This is an optimization exercise on Yosys and OpenROAD, whose aim is small area, a short achievable clock period and few clock cycles per item, not a production implementation.
Function was not checked in any run shown here: the RTL went through the layout flow alone.
No activity file was given, so power comes from the tool's default toggle rates.

==> flow/design.v, too long to show whole: its modules and the start of the top module <==
// module argb_pixel_blend_unit: 860 lines
module argb_pixel_blend_unit (
  input  logic        clk_i,
  input  logic        rst_ni,
  input  logic        start_i,
  output logic        busy_o,
  input  logic [31:0] src_pixel_i,
  input  logic [31:0] dst_pixel_i,
  output logic        done_o,
  output logic [31:0] out_pixel_o,
  input  logic        cfg_valid_i,
  output logic        cfg_ready_o,
  input  logic [1:0]  cfg_index_i,
  input  logic [31:0] cfg_data_i
);
  // ...
==> flow/run.sh <==
#!/bin/bash
# synth_recipe.tcl (not shown) runs the flow's synth.tcl, then flattens the netlist and writes it again
# the make line also repeats each setting of config.mk as NAME=value (left out here)
make -C /OpenROAD-flow-scripts/flow DESIGN_CONFIG=/design/flow/config.mk WORK_HOME=/design/flow/orfs CLKGATE_MAP_FILE= SYNTH_SCRIPT=/design/flow/synth_recipe.tcl finish
==> flow/config.mk <==
export PLATFORM = sky130hd
export DESIGN_NAME = argb_pixel_blend_unit
export DESIGN_NICKNAME = argb_pixel_blend_unit
export VERILOG_FILES = /design/flow/design.v
export SDC_FILE = /design/flow/constraint.sdc
export NUM_CORES = 4
export LEC_CHECK = 0
export CAP_MARGIN = 20
export CORE_MARGIN = 2
export CORE_UTILIZATION = 40
export SETUP_SLACK_MARGIN = 3.3
export SLEW_MARGIN = 20
==> flow/constraint.sdc <==
create_clock -name core_clock -period 5.5 [get_ports {clk_i}]
set_input_delay 1.1000 -clock core_clock [delete_from_list [all_inputs] [get_ports {clk_i}]]
set_output_delay 1.1000 -clock core_clock [all_outputs]
set_load 0.01 [all_outputs]
==> results.json, run 1 <==
{
  "placed_cell_area_um2": 18200,
  "synth_common_cells": "dfxtp_1, nand2_1, o21ai_0",
  "cap_violations": 0,
  "power_leader": "combinational cells",
  "switching_share": 0.366,
  "finalCritPeriodShare": 0.406,
  "synthXorXnorAreaFrac": 0.0243,
  "hold_path_end": "top3_q[2]$_DFF_P_",
  "nets": 1997,
  "drtIter0Drc": 630,
  "finalSetupTns_ns": 0,
  "cts_max_level": 2,
  "yosysUniqueCellTypes": 54,
  "yosys.area.top_type_share": 0.366,
  "place_congestion": 0.850,
  "layout_min_cycle_time_ns": 2.23,
  "n_all_buffers": 148,
  "grt_use_met3": 0.0474,
  "start_kind": "flop",
  "power_switching_mw": 4.15,
  "clock_latency_ns": 0.55,
  "drt_wl_total_mm": 37.1,
  "grt_use_met2": 0.259,
  "die_w_um": 207,
  "via_per_inst": 4.90,
  "worstMarginPinSlew_ns": 0.822,
  "setup_violations": 0,
  "synth_adder_area_share": 0.226,
  "top_area_cell_class": "multi-input gates",
  "synth_seq_cells": 352,
  "ant_nets": 0,
  "design.seq.count": 352,
  "syn_area_per_cell_um2": 10.3,
  "fin_hold_ws_ns": 0.323,
  "reg2regPathDepth": 5,
  "post_drt_wl_per_cell_um": 16.5,
  "relSlewSlack": 0.450,
  "cts.repair.resized": 146,
  "async_flop_share": 0.0483,
  "reg2reg_to": "r2_2_q[31]$_DFF_P_",
  "status": "no timing/DRC/antenna violations"
}
==> inputs of run 2 (changes only) <==
==> flow/flow/run.sh (new file) <==
#!/bin/bash
# The standard layout (the standard.sh, standard synthesis unchanged) with
# smaller port buffers and a clock tree without dummy loads.
set -euo pipefail
export BUFFER_PORTS_ARGS="-buffer_cell sky130_fd_sc_hd__buf_2"
export CTS_ARGS="-sink_clustering_enable -repair_clock_nets -dont_use_dummy_load"
bash standard.sh > standard.log 2>&1
==> flow/standard.sh (new file) <==
#!/bin/bash
# synth_recipe.tcl (not shown) runs the flow's synth.tcl, then flattens the netlist and writes it again
# the make line also repeats each setting of config.mk as NAME=value (left out here)
make -C /OpenROAD-flow-scripts/flow DESIGN_CONFIG=/design/flow/config.mk WORK_HOME=/design/flow/orfs CLKGATE_MAP_FILE= SYNTH_SCRIPT=/design/flow/synth_recipe.tcl "${@:-finish}"
removed: flow/run.sh
==> run 2 against run 1 <==
Sequential cell count unchanged. Largest power group unchanged. Largest cell class unchanged. Sequential power hardly changed. Design area down 4.8%. Critical endpoint is now r2_0_q[16]$_DFF_P_. Clock-buffer cell count down 15.
==> results.json, run 2 <==
{
  "yosys.area.top_type_share": 0.366,
  "hold_path_class": "reg -> reg",
  "status": "no timing/DRC/antenna violations",
  "yosys-top-cells-area": "dfxtp_1, fa_1, edfxtp_1, o21ai_0, ha_1",
  "rows": 74,
  "yosysWarningCount": 5,
  "whs_path_depth": 0,
  "place_congestion": 0.836,
  "fin_hold_ws_ns": 0.321,
  "syn-cell-area_um2": 16600,
  "endpoint_kind": "flop",
  "diodes": 0,
  "core-area_um2": 40800,
  "relSlewSlack": 0.495,
  "layout_min_cycle_time_ns": 2.22,
  "route.detailed.drc": 0,
  "cts_made_buffers": 39,
  "design_area_um2": 18800,
  "ant_nets": 0,
  "dp_hpwl_mm": 26.7,
  "syn_inst": 1601,
  "yosysMostFrequentCell": "dfxtp_1",
  "drt_pass1_iterations": 6,
  "overflow": 0,
  "mostFrequentLayoutCells": "dfxtp_1, nand2_1, fa_1",
  "crit_cells": 7,
  "critPathBufInv": 2,
  "synth_seq_cells": 352,
  "cts_tree": "built",
  "antenna_found_initial": 6,
  "critical-path-top-delay-family": "adder cells",
  "syn2layout_area_growth_pct": 13.5,
  "placed_cell_area_um2": 17600,
  "setup_slack_ns": 3.28,
  "worstPathArrival_ns": 2.62,
  "track_usage": 0.170,
  "setup_violations": 0,
  "cap_violations": 0,
  "cp_common_cell": "fa_1",
  "grt_max_degree": 66,
  "finalCritPeriodShare": 0.404,
  "worstMarginPinSlew_ns": 0.757,
  "finalHoldViolations": 0,
  "cp_max_fo": 24,
  "setup.worst_path.class": "reg -> reg",
  "power_density_nw_per_um2": 573,
  "syn_area_per_cell_um2": 10.3,
  "required_ns": 5.90,
  "finalSetupTns_ns": 0,
  "leakagePower_nw": 8.21,
  "drt_wl_total_mm": 36.5,
  "slowest_stage": "fa_1",
  "post_drt_wl_per_cell_um": 16.5,
  "die_h_um": 207,
  "syn_nets": 1910,
  "cts_sinks": 352,
  "clkSlewWorstSetupHoldPaths_ns": 0.05,
  "yosysUniqueCellTypes": 54,
  "die_area_um2": 43000,
  "pin_count": 137,
  "clock_latency_ns": 0.54,
  "grt_pass1_wl_mm": 59.2,
  "grt_pass1_vias": 11200,
  "clock_skew_ns": 0.0557,
  "io_buffers": 134,
  "vdd_drop_max_uv": 249,
  "synth_common_cells": "dfxtp_1, nand2_1, o21ai_0",
  "via_count": 11000,
  "via_per_inst": 4.96,
  "nets": 1994,
  "reg2regPathDepth": 7,
  "synth-edff-count": 32,
  "drtIter0Drc": 630,
  "cp_cell_sequence": "buf_12 -> nand2b_2 -> nor2_1 -> a21oi_1 -> fa_1 -> inv_1 -> fa_1",
  "drive_above_1_share": 0.164,
  "synth_flop_cell": "dfxtp_1",
  "cts_buffer_depth": 3,
  "pre_cts_slack_ns": 3.03,
  "reg_top3": "r2_0_q x43, r2_1_q x43, r2_2_q x43",
  "die_w_um": 207,
  "cts_max_level": 2,
  "yosysTopAreaCell": "dfxtp_1",
  "start_kind": "flop",
  "max_freq_ghz": 0.451,
  "fin_util": 0.460,
  "rsz0062_at_grt": "true",
  "final_max_slew_viol_count": 0,
  "async_flop_share": 0.0483,
  "root_buffer": "clkbuf_16",
  "cpPeakStageDelay_ns": 0.50,
  "initial_core_util": 0.406,
  "final_common_cell": "dfxtp_1",
  "ys_seq_area_frac": 0.451
}
## run 2: where the power goes
group / leakage [nW] / switching (mW) / internal, mW
clock: 0.481 / 0.901 / 1.24
combinational: 4.72 / 2.51 / 1.92
sequential: 3.01 / 0.617 / 3.58
total: 8.21 / 4.03 / 6.73
## run 2: cells by family after synthesis
logic type	count (synthesis)	synth area share
compound gates	356	0.121
xor+xnor	46	0.0243
fa+ha+maj	207	0.226
buf+inv	195	0.0466
flops	352	0.451
mux	14	0.00997
other cells	2	0.000454
simple gates	429	0.121
## run 2: metal layers
metal | vias up | wire (µm) | global-route usage
li1 | 5361 | - | -
met4 | 10 | 990 | 0.0502
met1 | 5164 | 16900 | 0.241
met5 | - | 52 | 0
met3 | 77 | 2480 | 0.0374
met2 | 367 | 16100 | 0.261
## run 2: stage by stage
step           total power, mW  instances
2_1_floorplan             7.23       1601
3_3_place_gp              8.47       2174
3_5_place_dp              8.64       2174
4_1_cts                   10.8       2214
5_1_grt                   11.8       2215
6_report                  10.8       2215
## run 2: worst paths after layout
check | startpoint | end | slack, ns
setup / recovery | dir1_q$_DFF_P_ | r2_0_q[16]$_DFF_P_ | 3.28
hold / removal | top3_q[0]$_DFF_P_ | out_q[24]$_DFF_P_ | 0.32
setup reg to reg | dir1_q$_DFF_P_ | r2_0_q[16]$_DFF_P_ | 3.28
hold reg to reg | top3_q[0]$_DFF_P_ | out_q[24]$_DFF_P_ | 0.32
max in group asynchronous | rst_ni | ca_q[1]$_DFFE_PN1P_ | 4.70
min in group asynchronous | rst_ni | v2_q$_DFF_PN0_ | 0.48
## run 2: final cells by class
type                            instances  area, µm²
Clock buffer                           39        976
Fill cell                            3811      22000
Multi-Input combinational cell       1055       8510
Sequential cell                       352       7470
Tap cell                              532        666
Timing Repair Buffer                  147        831
Inverter                               90        338
## run 2: what timing repair did
| item | CTS | global route |
|---|---|---|
| cloned | 1 | 1 |
| setup endpoints to repair | 115 | 102 |
| gates resized for setup | 29 | 103 |
| pin swaps | 0 | 1 |
| hold buffers | 0 | 0 |
| setup buffers | 0 | 0 |

==> port drivers added, routing unchanged <==
Ports are ideal in the flow. The routed layouts listed here were re-timed in OpenROAD. Step 1: set_driving_cell puts a clkbuf_16 on clk_i and a buf_2 on each other input, an assumption about the parent block. Step 2 times the ports against the registers' clock, not the clock port: input delays grow and output delays shrink by t, the midpoint of the rising clock arrivals with the driver on. Slacks: ideal ports / drivers / drivers and shift; pairs: ideal ports / drivers.
run	t (ns)	setup slack, ns	worst hold slack (ns)
run 1	0.589	3.268 / 3.215 / 2.852	0.323 / 0.323 / 0.323
run 2	0.563	3.280 / 3.280 / 3.194	0.321 / 0.321 / 0.321
After both steps setup and hold are still met in every run listed. The setup slack of run 1, which loses most, moves by -0.053 ns with the drivers and by -0.416 ns with both steps.
